From an optimization exercise on the open Yosys and OpenROAD flow, aimed at small area, a short achievable clock period and few clock cycles; shortcuts taken in it are not production practice. In this exercise RTL edits were held to simulation tests only and were not proved equivalent to the original. Power and IR drop assume default switching activity.

$ cat design/flow/standard.sh
#!/bin/bash
# synth_recipe.tcl (not shown) runs the flow's synth.tcl, then flattens the netlist and writes it again
# the make line also repeats each setting of config.mk as NAME=value (left out here)
make -C /OpenROAD-flow-scripts/flow DESIGN_CONFIG=/design/flow/config.mk WORK_HOME=/design/flow/orfs CLKGATE_MAP_FILE= SYNTH_SCRIPT=/design/flow/synth_recipe.tcl "${@:-finish}"
$ cat design/flow/constraint.sdc
create_clock -name core_clock -period 13.0 [get_ports {clk}]
set_input_delay 2.6000 -clock core_clock [delete_from_list [all_inputs] [get_ports {clk}]]
set_output_delay 2.6000 -clock core_clock [all_outputs]
set_load 0.01 [all_outputs]
$ cat design/flow/design.v
package conv_pkg;
  localparam int CONV_H_W    = 6;
  localparam int CONV_CH_W   = 7;
  localparam int CONV_HK_W   = 3;
  localparam int CONV_ADDR_W = 20;
  typedef enum logic [1:0] {
    ST_IDLE  = 2'd0,
    ST_SETUP = 2'd1,
    ST_RUN   = 2'd2,
    ST_DONE  = 2'd3
  } state_e;
  localparam logic STRIDE_1 = 1'b0;
  localparam logic STRIDE_2 = 1'b1;
  localparam logic PAD_OFF  = 1'b0;
  localparam logic PAD_SAME = 1'b1;
  function automatic logic [15:0] out_dim(input logic [15:0] n, input logic [15:0] k,
                                          input logic [15:0] p, input logic s2);
    logic [15:0] span;
    span = n + p + p - k;
    out_dim = (span >> s2) + 16'd1;
  endfunction
endpackage
module conv_loop_ctr #(
  parameter int W = 8
) (
  input  logic         clk,
  input  logic         rst_n,
  input  logic         clr,
  input  logic         step,
  input  logic         cin,
  input  logic [W-1:0] limit,
  output logic [W-1:0] cnt,
  output logic         cout
);
  logic [W-1:0] cnt_q, cnt_d;
  logic         wrap;
  assign wrap = (cnt_q == limit);
  assign cout = cin & wrap;
  assign cnt  = cnt_q;
  always_comb begin
    cnt_d = cnt_q;
    if (clr) begin
      cnt_d = '0;
    end else if (step && cin) begin
      cnt_d = wrap ? '0 : cnt_q + 1'b1;
    end
  end
  always_ff @(posedge clk or negedge rst_n) begin
    if (!rst_n) cnt_q <= '0;
    else        cnt_q <= cnt_d;
  end
endmodule
module conv_loop_sequencer #(
  parameter int H_W    = conv_pkg::CONV_H_W,
  parameter int CH_W   = conv_pkg::CONV_CH_W,
  parameter int HK_W   = conv_pkg::CONV_HK_W,
  parameter int ADDR_W = conv_pkg::CONV_ADDR_W
) (
  input  logic              clk,
  input  logic              rst_n,
  input  logic              en,
  input  logic              start,
  input  logic [H_W-1:0]    H,
  input  logic [H_W-1:0]    W,
  input  logic [CH_W-1:0]   C,
  input  logic [CH_W-1:0]   K,
  input  logic [HK_W-1:0]   hk,
  input  logic              stride2,
  input  logic              pad_en,
  output logic              busy,
  output logic              cfg_err,
  output logic              m_valid,
  input  logic              m_ready,
  output logic [ADDR_W-1:0] act_addr,
  output logic [ADDR_W-1:0] wgt_addr,
  output logic [ADDR_W-1:0] out_addr,
  output logic              pad_zero,
  output logic              acc_first,
  output logic              acc_last,
  output logic              done
);
  logic        busy_q, setup_q, run_q, done_q, cfg_err_q;
  logic [5:0]  h_q, w_q;
  logic [6:0]  cm_q;                
  logic [6:0]  kd_q;                
  logic [1:0]  h2_q;                
  logic        hk0_q, s2_q, pad_q;
  logic [2:0]  ss_q;
  logic [12:0] dc_q;                
  logic [18:0] a_q;
  logic [12:0] p_q;
  logic [19:0] wgt_q, wb_q;
  logic [18:0] out_q;
  logic [2:0]  kx_q, ky_q;
  logic [6:0]  c_q;                 
  logic [7:0]  ix_q, iy_q;
  logic [7:0]  dy_q;
  logic        pz_q, npz_q, af_q, al_q;    
  logic        kxw_q, kyw_q, cw_q, oxw_q, oyw_q, kw_q;
  logic accept, acc_end, ld;
  assign accept  = en & start & ~busy_q;
  assign acc_end = setup_q & (ss_q == 3'd7);
  assign ld      = en & (acc_end | (run_q & m_ready));
  logic [1:0]  pp;
  logic [2:0]  hkm1;
  logic [12:0] nw1, nw2;
  logic [12:0] p0, dy, doy, ds;
  logic [7:0]  pneg, dwrap, dstep, tx, ty, wy, toy, xlast, ylast;
  logic        bx, by, cfg_bad, h_lt, w_lt;
  assign pp    = pad_q ? h2_q : 2'd0;
  assign hkm1  = {h2_q, 1'b0};
  assign bx    = s2_q & ~w_q[0];
  assign by    = s2_q & ~h_q[0];
  assign ds    = s2_q ? 13'd2 : 13'd1;
  always_comb begin
    case (h2_q)                                    
      2'd0:    dwrap = 8'd0;
      2'd1:    dwrap = 8'hFE;
      2'd2:    dwrap = 8'hFC;
      default: dwrap = 8'hFA;
    endcase
    case ({h2_q, s2_q})                            
      3'd0:    dstep = 8'd1;
      3'd1:    dstep = 8'd2;
      3'd2:    dstep = 8'hFF;
      3'd3:    dstep = 8'd0;
      3'd4:    dstep = 8'hFD;
      3'd5:    dstep = 8'hFE;
      3'd6:    dstep = 8'hFB;
      default: dstep = 8'hFC;
    endcase
    case (pp)                                      
      2'd0:    pneg = 8'd0;
      2'd1:    pneg = 8'hFF;
      2'd2:    pneg = 8'hFE;
      default: pneg = 8'hFD;
    endcase
    case ({pp, bx})                                
      3'd0:    tx = 8'hFF;
      3'd1:    tx = 8'hFE;
      3'd2:    tx = 8'd0;
      3'd3:    tx = 8'hFF;
      3'd4:    tx = 8'd1;
      3'd5:    tx = 8'd0;
      3'd6:    tx = 8'd2;
      default: tx = 8'd1;
    endcase
    case ({pp, by})
      3'd0:    ty = 8'hFF;
      3'd1:    ty = 8'hFE;
      3'd2:    ty = 8'd0;
      3'd3:    ty = 8'hFF;
      3'd4:    ty = 8'd1;
      3'd5:    ty = 8'd0;
      3'd6:    ty = 8'd2;
      default: ty = 8'd1;
    endcase
  end
  assign nw1   = {7'h7F, ~w_q};                                        
  assign nw2   = {6'h3F, ~w_q, 1'b0};                                  
  assign p0    = (pad_q & h2_q[0] ? nw1 : 13'd0) + (pad_q & h2_q[1] ? nw2 : 13'd0);   
  assign wy    = {2'b00, w_q} + dwrap;                                 
  assign dy    = {{5{wy[7]}}, wy};
  assign toy   = {5'd0, (pad_q ? 2'd0 : h2_q), bx} + 8'd1;
  assign doy   = {5'd0, (s2_q ? {2'b00, w_q} : 8'd0) + toy};
  assign xlast = {2'b00, w_q} + tx;                                    
  assign ylast = {2'b00, h_q} + ty;
  assign h_lt    = (h_q[5:3] == 3'd0) & (h_q[2:0] <= hkm1);            
  assign w_lt    = (w_q[5:3] == 3'd0) & (w_q[2:0] <= hkm1);
  assign cfg_bad = ~hk0_q | (h_q == 6'd0) | (w_q == 6'd0) | (cm_q == 7'd0) | (kd_q == 7'd0) |
                   (~pad_q & (h_lt | w_lt));
  logic be, kstep, lastb;
  assign be    = al_q;
  assign kstep = al_q & oxw_q & oyw_q;
  assign lastb = kstep & kw_q;
  logic [18:0] a_n, a_sum, op1;
  logic [19:0] wgt_inc;
  logic [2:0]  kx_n, ky_n;
  logic [6:0]  c_n;
  logic [7:0]  ix_n, iy_n, ex_n, ey_n, ixd, iyd;
  logic [12:0] da;
  logic        kxw_n, kyw_n, cw_n;
  always_comb begin
    kx_n  = kxw_q ? 3'd0 : kx_q + 3'd1;
    ky_n  = kxw_q ? (kyw_q ? 3'd0 : ky_q + 3'd1) : ky_q;
    c_n   = (kxw_q & kyw_q) ? (cw_q ? 7'd1 : c_q + 7'd1) : c_q;
    kxw_n = (kx_n == hkm1);
    kyw_n = (ky_n == hkm1);
    cw_n  = (c_n == cm_q);
    ixd   = !kxw_q ? 8'd1 : (!be ? dwrap : dstep);
    ix_n  = (be & oxw_q) ? pneg : ix_q + ixd;
    iyd   = !kyw_q ? 8'd1 : ((!be | !oxw_q) ? dwrap : dstep);
    iy_n  = !kxw_q ? iy_q : (kstep ? pneg : iy_q + iyd);
    ex_n  = ix_n - {2'b00, w_q};       
    ey_n  = iy_n - {2'b00, h_q};
    if (setup_q) begin
      op1 = (ss_q == 3'd0) ? 19'd0 : (ss_q[2] & ss_q[1]) ? a_q : {a_q[17:0], 1'b0};
      da  = ms_b;
    end else if (be) begin
      op1 = {{6{p_q[12]}}, p_q};
      da  = oxw_q ? doy : ds;
    end else begin
      op1 = a_q;
      da  = !kxw_q ? 13'd1 : (!kyw_q ? {{5{dy_q[7]}}, dy_q} : dc_q);
    end
    a_sum = op1 + {{6{da[12]}}, da};
    a_n   = (setup_q ? acc_end : kstep) ? {{6{p0[12]}}, p0} : a_sum;
    wgt_inc = wgt_q + 20'd1;
  end
  logic [12:0] ms_b;
  always_comb begin
    if (ss_q == 3'd6)      ms_b = h2_q[0] ? nw2 : 13'd0;
    else if (ss_q == 3'd7) ms_b = h2_q[1] ? {nw2[11:0], 1'b0} : 13'd0;
    else                   ms_b = h_q[3'd5 - ss_q] ? {7'd0, w_q} : 13'd0;
  end
  always_ff @(posedge clk or negedge rst_n) begin
    if (!rst_n) begin
      busy_q    <= 1'b0;
      setup_q   <= 1'b0;
      run_q     <= 1'b0;
      done_q    <= 1'b0;
      cfg_err_q <= 1'b0;
    end else if (en) begin
      if (!busy_q) begin
        if (start) begin
          busy_q  <= 1'b1;
          setup_q <= 1'b1;
        end
      end else if (setup_q) begin
        if (ss_q == 3'd0) begin
          cfg_err_q <= cfg_bad;
          if (cfg_bad) begin
            busy_q  <= 1'b0;
            setup_q <= 1'b0;
          end
        end else if (ss_q == 3'd7) begin
          setup_q <= 1'b0;
          run_q   <= 1'b1;
        end
      end else if (run_q) begin
        if (m_ready && lastb) begin
          run_q  <= 1'b0;
          done_q <= 1'b1;
        end
      end else begin
        done_q <= 1'b0;
        busy_q <= 1'b0;
      end
    end
  end
  always_ff @(posedge clk) begin
    if (!busy_q) begin
      h_q   <= H;
      w_q   <= W;
      h2_q  <= hk[2:1];
      hk0_q <= hk[0];
      s2_q  <= stride2;
      pad_q <= pad_en;
    end
  end
  always_ff @(posedge clk) begin
    if (!busy_q)
      cm_q <= C;
  end
  always_ff @(posedge clk) begin
    if (!busy_q)
      ss_q <= 3'd0;
    else if (en && setup_q)
      ss_q <= ss_q + 3'd1;
  end
  always_ff @(posedge clk) begin
    if (en && acc_end)
      dc_q <= a_sum[12:0];
  end
  always_ff @(posedge clk) begin
    if (setup_q)
      dy_q <= wy;
  end
  always_ff @(posedge clk) begin
    if (!busy_q)
      kd_q <= K;
    else if (ld && kstep && !setup_q)
      kd_q <= kd_q - 7'd1;
  end
  always_ff @(posedge clk) begin
    if (accept) begin
      kxw_q <= 1'b1;
      kyw_q <= 1'b1;
      cw_q  <= 1'b1;
      oxw_q <= 1'b1;
      oyw_q <= 1'b1;
      al_q  <= 1'b1;
    end else if (ld) begin
      kxw_q <= kxw_n;
      kyw_q <= kyw_n;
      cw_q  <= cw_n;
      oxw_q <= (ix_n == xlast);
      oyw_q <= (iy_n == ylast);
      al_q  <= kxw_n & kyw_n & cw_n;
    end
  end
  always_ff @(posedge clk) begin
    if (en && (setup_q || (run_q && m_ready)))
      a_q <= a_n;
  end
  always_ff @(posedge clk) begin
    if (ld) begin
      if (be)
        p_q <= a_n[12:0];
      wgt_q <= setup_q ? 20'd0 : (be & ~kstep) ? wb_q : wgt_inc;
      if (kstep) begin
        wb_q <= setup_q ? 20'd0 : wgt_inc;
        kw_q <= setup_q ? (kd_q == 7'd1) : (kd_q == 7'd2);
      end
      if (be)
        out_q <= setup_q ? 19'd0 : out_q + 19'd1;
      kx_q  <= kx_n;
      ky_q  <= ky_n;
      c_q   <= c_n;
      ix_q  <= ix_n;
      iy_q  <= iy_n;
      pz_q  <= ix_n[7] | ~ex_n[7] | iy_n[7] | ~ey_n[7];
      npz_q <= ~(ix_n[7] | ~ex_n[7] | iy_n[7] | ~ey_n[7]);
      af_q  <= be;
    end
  end
  assign busy      = busy_q;
  assign cfg_err   = cfg_err_q;
  assign m_valid   = run_q;
  assign done      = done_q;
  assign pad_zero  = pz_q;
  assign act_addr  = {1'b0, a_q[18:10] & {9{~pz_q}}, a_q[9:0] & {10{npz_q}}};
  assign wgt_addr  = wgt_q;
  assign out_addr  = {1'b0, out_q};
  assign acc_first = af_q;
  assign acc_last  = al_q;
endmodule
$ cat design/flow/config.mk
export PLATFORM = sky130hd
export DESIGN_NAME = conv_loop_sequencer
export DESIGN_NICKNAME = conv_loop_sequencer
export VERILOG_FILES = /design/flow/design.v
export SDC_FILE = /design/flow/constraint.sdc
export NUM_CORES = 4
export LEC_CHECK = 0
export CAP_MARGIN = 20
export CORE_MARGIN = 2
export CORE_UTILIZATION = 70
export CTS_BUF_LIST = sky130_fd_sc_hd__clkbuf_8
export CTS_CLUSTER_SIZE = 40
export SLEW_MARGIN = 20
export TNS_END_PERCENT = 0
$ cat design/flow/flow/run.sh
#!/bin/bash
set -euo pipefail
bash standard.sh SETUP_SLACK_MARGIN=9.4 "BUFFER_PORTS_ARGS=-buffer_cell sky130_fd_sc_hd__buf_1" finish > standard_finish.log 2>&1
==> key figures, run 1 <==
Critical path
  • Crit path capture: act_addr[1]
  • R2r worst-path depth: 16
  • R2R Path Start: s2_q
  • R2r setup slk: 9.01 ns
  • Kind of critical path: flop to output pin
  • Signal arrival time at the worst endpoint: 1.40 ns
  • Reg-to-Reg End: a_q[12]
  • CP Launch Type: flop
  • CP Capture Type: output pin
  • Critical Path RT: 10.40 ns
  • Worst setup startpoint: npz_q
  • Critical-path maximum fanout: 10

Die
  • Die Area: 0.0188 mm2
  • I/O Pins: between 100 and 150
  • Std-Cell Core Area: around 0.017 mm2
  • Starting Density: 71.7%
  • Die Wd: 137 um
  • Die H: 137 um
  • FP Rows: 48

Drt
  • # DRC: 0
  • Drt initial violations: 1,000
  • Vias per inst: 6.41
  • Routed WL: 30,800 um
  • DRT Pass-1 Iters: 7
  • Vias post-DR: 10.0k
  • DR WL/cell: 19.7 um
  • Post-route ant nets: 0

Synthesis
  • #FFs+latches synth: 190
  • Main synth FF type: edfxtp_1
  • Syn_area_per_cell: roughly 10 um2
  • Post-Synthesis Cell Area: approximately 0.012 mm2
  • Cell count after synthesis: 1,217
  • Unique masters post-synth: 72
  • Asr flop ratio synth: under 10%
  • Post-synth EDFFs: between 150 and 200
  • Top cells by area, synth: edfxtp_1 (43%), ha_1 (9.7%), xnor2_1 (5.3%)
  • Top-count cell post-synth: edfxtp_1
  • Seq/Total Area, Yosys: 45.1%
  • Share of the synthesized area in the top cell type: 42.6%
  • Cell type with the largest total area after synthesis: edfxtp_1
  • Commonest cells post-synth: edfxtp_1 (176), nor2_1 (136), ha_1 (96)
  • Yosys warning count: 1

Global routing
  • Initial antenna violation count: 0
  • GRT Util Overall: between 30% and 40%
  • Number of global-route vias before repair: ~9.2k
  • Largest net degree at the start of global routing: 76
  • Grt total ovfl: 0
  • First-pass GRT wire length: 46,700 um

Worst hold path
  • Worst hold path depth: 0
  • Min-delay worst type: flop to flop

Clocking
  • Sink Count: 190
  • Hold_buf cts: 0
  • CTS Buf Count: 17
  • CTS tree: yes
  • CTS HTree Levels: 4
  • CTS Root Cell: clkbuf_8
  • Clock latency (worst-skew pair): a little under 0.5 ns
  • Worst-path clk slew: 0.10 ns
  • Clk buf depth: 2

Pwr
  • Leakage: between 5 and 6 nW
  • Power per cell area: 258 mW/mm2
  • NetSw: 1.58 mW
  • Clock power frac: 10.5%
  • Switching part of the total: 43.9%
  • Peak supply drop: 218 uV
  • Combinational fraction of design power: about three fifths
  • Seq pwr share: a little under a third
  • Internal power: between 2 and 2.5 mW

Place
  • Pre-CTS setup slack: about 8.4 ns
  • IO buf count: 100
  • RePlAce Congestion: ~1
  • Post-DP HPWL: 21,400 um

Cells and area
  • Share of cells above drive strength 1: 11.4%
  • Ant diodes: 0
  • Area Growth Syn to Fin: 12.3%
  • Multi-input gate area: a little under 0.007 mm2
  • Filler cells: 1,095
  • FF/Latch Area: 0.00561 mm2
  • Nets@finish: 1,465

Run status
  • Status: complete, no violations

Timing
  • Final count of pins violating max slew: 0
  • Rel. slew slack: 33.2%
  • Tcrit/Tclk final: a little under a third
  • Minimum clock period: approximately 4.0 ns
  • Setup TNS: 0 ns
  • Min setup slack post-route: 9.00 ns
  • Final Hold Vio Count: 0
  • Number of setup violations in the final report: 0
  • Clk_skew: 0.00954 ns
  • RSZ-0062 raised after global routing: yes
  • Fmax achieved: 0.250 GHz
  • Worst Max-Slew Pin Slew: 0.999 ns

Job
  • Max-Cap Viols: 0
-- per-layer routing --
layer | global-route usage, % | share of wire [%] | vias up
met3 | 5.15 | 7.4 | 69
met2 | 51.3 | 47 | 437
li1 | - | - | 4665
met4 | 14.4 | 3.4 | 0
met5 | 0 | 0 | -
met1 | 44.3 | 42 | 4842
-- sequential cells by signal, indices dropped and copies added (netlist names), 2 cells and up --
register and count:
wgt_q 20, ss_q 3, cm_q 7, iy_q 8
out_q 19, dy_q 8, ix_q 8, a_q 19
ky_q 3, h_q 6, w_q 6, p_q 13
kx_q 3, kd_q 7, h2_q 2, c_q 7
wb_q 20, dc_q 13
-- cell families (layout without fill, tap and decap cells) --
kind of cell	count (synthesis)	count (layout)	synth area share (%)
adder cells (fa/ha/maj)	104	104	11.0
flip-flops	190	190	45.1
buffers and inverters	114	234	3.54
AO/OA/AOI/OAI	286	286	15.4
XOR/XNOR	120	120	8.48
other	1	2	0.0303
AND/OR/NAND/NOR	376	376	14.1
multiplexers	26	26	2.33
-- worst max-delay path, stage by stage (launching register included) --
cell and delay [ns]:
edfxtp_1 0.43, buf_12 0.17, and2_1 0.18, buf_1 0.13
-- final cells by class --
type | count | area share, %
inverter | 68 | 1.90
tap | 225 | 2.02
timing repair buffer | 134 | 4.91
clock buffer | 17 | 1.68
clock inverter | 15 | 0.926
multi-input combinational | 914 | 48.3
sequential | 190 | 40.3
-- stage by stage --
| stage | hold WS, ns | util, % | power (mW) | instance area, um2 | instances |
|---|---|---|---|---|---|
| 6_report | 0.505 | 80.5 | 3.59 | 13900 | 1563 |
| 5_1_grt | 0.515 | 80.5 | 3.81 | 13900 | 1563 |
| 4_1_cts | 0.505 | 78.5 | 3.39 | 13600 | 1549 |
| 3_5_place_dp | 0.534 | 75.2 | 2.96 | 13000 | 1507 |
| 3_3_place_gp | 0.484 | 75.2 | 2.91 | 13000 | 1507 |
| 2_1_floorplan | 0.455 | - | 2.53 | 12500 | 1218 |
-- power by group through the flow --
stage          Clock, mW  Combinational (mW)  Sequential, mW
2_1_floorplan          0                1.46            1.07
3_3_place_gp           0                1.79            1.12
3_5_place_dp           0                1.84            1.13
4_1_cts            0.376                1.91            1.11
5_1_grt            0.393                2.29            1.13
6_report           0.376                2.10            1.11
-- cells in the final DEF (no fill, tap or decap), types with 20 or more instances in the layout --
| cell | netlist | routed |
|---|---|---|
| nor2b_1 | 24 | 23 |
| o21ai_0 | 32 | 28 |
| nor3_1 | 20 | 20 |
| xnor2_1 | 75 | 74 |
| o21ai_1 | 25 | 26 |
| nand2_1 | 88 | 83 |
| a21oi_1 | 87 | 78 |
| buf_1 | 11 | 97 |
| edfxtp_1 | 176 | 176 |
| xor2_1 | 45 | 45 |
| inv_1 | 65 | 62 |
| ha_1 | 96 | 86 |
| buf_4 | 2 | 25 |
| nor2_1 | 136 | 133 |
| nand3_1 | 32 | 32 |
-- how the worst min path moves through the flow --
stage                start       to  slack (ns)
finish                al_q     af_q        0.50
global route          al_q     af_q        0.52
CTS                   al_q     af_q        0.51
detailed placement  done_q   done_q        0.53
global placement    done_q   done_q        0.48
floorplan           w_q[0]  dy_q[0]        0.45
-- what timing repair did --
item	in CTS	in global routing
endpoints found under the setup margin	214	225
setup buffers	10	13
pin swaps	3	21
cloned	0	1
resized for setup	31	53
Testbench counts, summed over its fixed seeds: cycles 1,324,508.
==> inputs of run 2 (changes only) <==
--- a/design/flow/design.v
+++ b/design/flow/design.v
@@ -212,5 +212,5 @@
     if (ss_q == 3'd6)      ms_b = h2_q[0] ? nw2 : 13'd0;
     else if (ss_q == 3'd7) ms_b = h2_q[1] ? {nw2[11:0], 1'b0} : 13'd0;
-    else                   ms_b = h_q[3'd5 - ss_q] ? {7'd0, w_q} : 13'd0;
+    else                   ms_b = h_q[5] ? {7'd0, w_q} : 13'd0;
   end
   always_ff @(posedge clk or negedge rst_n) begin
@@ -250,6 +250,11 @@
   end
   always_ff @(posedge clk) begin
+    if (!busy_q)
+      h_q <= H;
+    else if (en && setup_q && !(ss_q[2] & ss_q[1]))
+      h_q <= {h_q[4:0], h_q[5]};
+  end
+  always_ff @(posedge clk) begin
     if (!busy_q) begin
-      h_q   <= H;
       w_q   <= W;
       h2_q  <= hk[2:1];
--- a/design/flow/config.mk
+++ b/design/flow/config.mk
@@ -8,5 +8,5 @@
 export CAP_MARGIN = 20
 export CORE_MARGIN = 2
-export CORE_UTILIZATION = 70
+export CORE_UTILIZATION = 65
 export CTS_BUF_LIST = sky130_fd_sc_hd__clkbuf_8
 export CTS_CLUSTER_SIZE = 40
==> run 2 against run 1 <==
Effect of this change: critical path type unchanged; design area up 1.2%; clock skew up 0.012 ns; global-route usage down 2.9 points; largest power group unchanged; clock power up 7.2%; fmax up 0.67%; synthesized cell count up 3.7%; clock-buffer cell count unchanged.
==> key figures, run 2 <==
Cells and area
  • Most frequent cells in the layout: edfxtp_1 (176), nor2_1 (139), buf_1 (92)
  • Multi-input gate area: 0.00678 mm2
  • Largest registers: wb_q (20), wgt_q (20)
  • Share of cells above drive strength 1: 11.6%
  • Ant diodes: 0
  • Area Growth Syn to Fin: 11.9%
  • Filler cells: ~1.4k
  • Nets@finish: 1,511
  • FF/Latch Area: 0.00560 mm2
  • Most common cell after layout, fill and taps aside: edfxtp_1

Clocking
  • CTS Buf Count: 17
  • CTS HTree Levels: 4
  • Hold_buf cts: 0
  • Clk buf depth: 2
  • Worst-path clk slew: between 0.1 and 0.15 ns
  • Clock latency (worst-skew pair): 0.49 ns
  • CTS Root Cell: clkbuf_8
  • Sink Count: 190
  • CTS tree: yes

Job
  • Max-Cap Viols: 0

Die
  • Starting Density: 66.7%
  • Die Wd: 143 um
  • Std-Cell Core Area: 0.0189 mm2
  • FP Rows: 50
  • Die Area: 0.0205 mm2
  • Die H: 143 um
  • I/O Pins: 103

Pwr
  • Switching part of the total: between 40 and 50%
  • Clock power frac: 12.3%
  • Internal power: 1.88 mW
  • Power per cell area: 232 mW/mm2
  • Final Power: 3.27 mW
  • NetSw: between 1 and 1.5 mW
  • Combinational fraction of design power: between 50% and 60%
  • Peak supply drop: 157 uV
  • Seq pwr share: 33.5%
  • Leakage: 5.37 nW

Critical path
  • Crit path depth: 3
  • CP Launch Type: flop
  • Signal arrival time at the worst endpoint: 1.37 ns
  • CP max-delay cell: edfxtp_1
  • Reg-to-Reg End: pz_q
  • R2R Path Start: s2_q
  • Critical-path maximum fanout: 10
  • Critical Path RT: around 10 ns
  • Crit-path cells: buf_12, nor2_2, buf_2
  • Kind of critical path: flop to output pin
  • CP top delay family: flip-flops
  • CP Capture Type: output pin
  • CP bufs+invs: 2
  • Largest stage delay, worst path: 0.43 ns
  • Worst setup startpoint: pz_q
  • R2r setup slk: 9.10 ns
  • Crit path capture: act_addr[18]
  • R2r worst-path depth: 16

Timing
  • Tcrit/Tclk final: around 31%
  • Final count of pins violating max slew: 0
  • Fmax achieved: 0.252 GHz
  • RSZ-0062 raised after global routing: yes
  • Setup TNS: 0 ns
  • Worst Max-Slew Pin Slew: 1.04 ns
  • Rel. slew slack: 30.1%
  • Number of setup violations in the final report: 0
  • Minimum clock period: 3.97 ns
  • Clk_skew: 0.0220 ns
  • Final Hold Vio Count: 0

Synthesis
  • Commonest cells post-synth: edfxtp_1 (176), nor2_1 (144), a21oi_1 (95), ha_1 (95), nand2_1 (92)
  • Complex-gate fraction of the synthesized area: 15.3%
  • Top cells by area, synth: edfxtp_1 (42%), ha_1 (9.4%), xnor2_1 (5.6%)
  • Share of the synthesized area in the top cell type: 42.0%
  • #FFs+latches synth: 190
  • Cell count after synthesis: 1,262
  • Post-Synth XOR/XNOR Area: 8.55%
  • Synth Area in Adders: 10.7%
  • Cell type with the largest total area after synthesis: edfxtp_1
  • Largest family of logic cells by synthesized area: compound AO/OA/AOI/OAI gates
  • Syn_area_per_cell: about 10 um2
  • Synth Area in Simple Gates: approximately 14%
  • Post-Synthesis Cell Area: 0.0126 mm2
  • Mux cell area share after synthesis: 3.68%
  • Unique masters post-synth: a little over 70
  • Main synth FF type: edfxtp_1
  • Seq/Total Area, Yosys: between 40% and 50%
  • Top-count cell post-synth: edfxtp_1
  • Post-synth EDFFs: 176
  • Yosys warning count: 1
  • Asr flop ratio synth: under 10%

Run status
  • Status: complete, no violations

Drt
  • Drt initial violations: 767
  • DRT Pass-1 Iters: 7
  • # DRC: 0
  • DR WL/cell: approximately 18 um
  • Vias post-DR: 9,856
  • Post-route ant nets: 0
  • Routed WL: 30,300 um
  • Vias per inst: 5.99

Worst hold path
  • Min-delay worst type: flop to flop
  • Worst hold path depth: 1

Global routing
  • GRT Util Overall: 29.5%
  • Grt total ovfl: 0
  • Number of global-route vias before repair: 9,532
  • First-pass GRT wire length: roughly 47,000 um
  • Initial antenna violation count: 0
  • Largest net degree at the start of global routing: 89

Place
  • Post-DP HPWL: approximately 21,000 um
  • RePlAce Congestion: approximately 0.95
  • IO buf count: 100
-- run 2: power by group through the flow --
stage / Sequential, mW / Clock (mW) / Combinational [mW]
2_1_floorplan: 1.06 / 0 / 1.27
3_3_place_gp: 1.11 / 0 / 1.57
3_5_place_dp: 1.12 / 0 / 1.60
4_1_cts: 1.09 / 0.405 / 1.67
5_1_grt: 1.11 / 0.425 / 1.97
6_report: 1.09 / 0.403 / 1.77
-- run 2: kinds of logic after synthesis --
| family | count (synthesis) |
|---|---|
| xor+xnor | 123 |
| fa+ha+maj | 103 |
| mux | 45 |
| flops | 190 |
| simple gates | 377 |
| other cells | 1 |
| compound gates | 305 |
| buf+inv | 118 |
-- run 2: worst reg2reg max path: cells and delay by family (launching register included) --
kind                       cells  cell delay [ns]
AOI/OAI and AO/OA              8             1.83
xor gates and xnor gates       2             0.22
adders and majority gates      2             0.44
buffers and inverters          1             0.22
DFF                            1             0.48
and+or+nand+nor                3             0.49
-- run 2: worst min path at each step --
stage / start / end / slack [ns]
3_5_place_dp: oyw_q / oyw_q / 0.52
3_3_place_gp: oyw_q / oyw_q / 0.52
6_report: done_q / done_q / 0.56
4_1_cts: oyw_q / oyw_q / 0.55
2_1_floorplan: w_q[0] / dy_q[0] / 0.45
5_1_grt: done_q / done_q / 0.58
-- run 2: metrics by stage --
step	instances	worst slack (ns)	hold WS (ns)	utilization [%]	area, um2
after floorplan	1263	8.65	0.455	-	12700
after global placement	1579	8.54	0.521	69.8	13200
after detailed placement	1579	8.42	0.524	69.8	13200
after CTS	1631	9.03	0.551	73.1	13800
after global routing	1645	8.96	0.579	74.6	14100
final	1645	9.03	0.559	74.6	14100
-- run 2: area by class of cell --
| type | count | share of cell area [%] |
|---|---|---|
| clock inverters | 15 | 1.17 |
| repair buffers | 140 | 5.12 |
| inverters | 67 | 1.89 |
| multi-input cells | 956 | 48.1 |
| clock buffers | 17 | 1.66 |
| flip-flops and latches | 190 | 39.7 |
| well taps | 260 | 2.31 |
-- run 2: timing repair --
item / 4_1_cts / 5_1_grt
pin swaps: 5 / 13
endpoints found under the setup margin: 223 / 249
resized for setup: 28 / 47
gates cloned: 0 / 1
setup buffers: 20 / 13
-- run 2: metal layers --
| layer | share of wire, % | up-vias | global-route usage (%) |
|---|---|---|---|
| met5 | 0 | - | 0 |
| met3 | 5.9 | 51 | 3.92 |
| met4 | 2.0 | 0 | 10.7 |
| met2 | 48 | 397 | 47.8 |
| li1 | - | 4767 | - |
| met1 | 45 | 4641 | 40.9 |
Testbench counts of run 2, summed over its fixed seeds: cycles 1,324,508.

==> afterwards: timing with drivers on the ports <==
In the flow no input, the clock included, has a driving cell. The finished layouts below were timed again as built, in two steps.
Step 1 (the two cells are an assumption about what drives the block):
set clk [get_ports {clk}]
set_driving_cell -lib_cell sky130_fd_sc_hd__clkbuf_16 $clk
set_driving_cell -lib_cell sky130_fd_sc_hd__buf_2 [delete_from_list [all_inputs] $clk]
Step 2, shift: input delay + t, output delay - t, t = (earliest + latest rising clock arrival at the registers) / 2. This alone moves slack from input paths to output paths.
Three values: no drivers, after step 1, after step 2; two values: the first two.
| run | t, ns | setup slack, ns | worst setup path at the end | clock arrival spread, ns | worst slew at a driven data input, ns |
|---|---|---|---|---|---|
| run 1 | 0.524 | 9.003 / 8.962 / 8.728 | input to register | 0.010 / 0.010 | 0.08 |
| run 2 | 0.518 | 9.029 / 8.986 / 8.639 | input to register | 0.023 / 0.023 | 0.05 |
After both steps setup and hold are still met in every run listed. For run 2, which loses most, drivers alone change the setup slack by -0.043 ns; drivers and shift together by -0.390 ns.
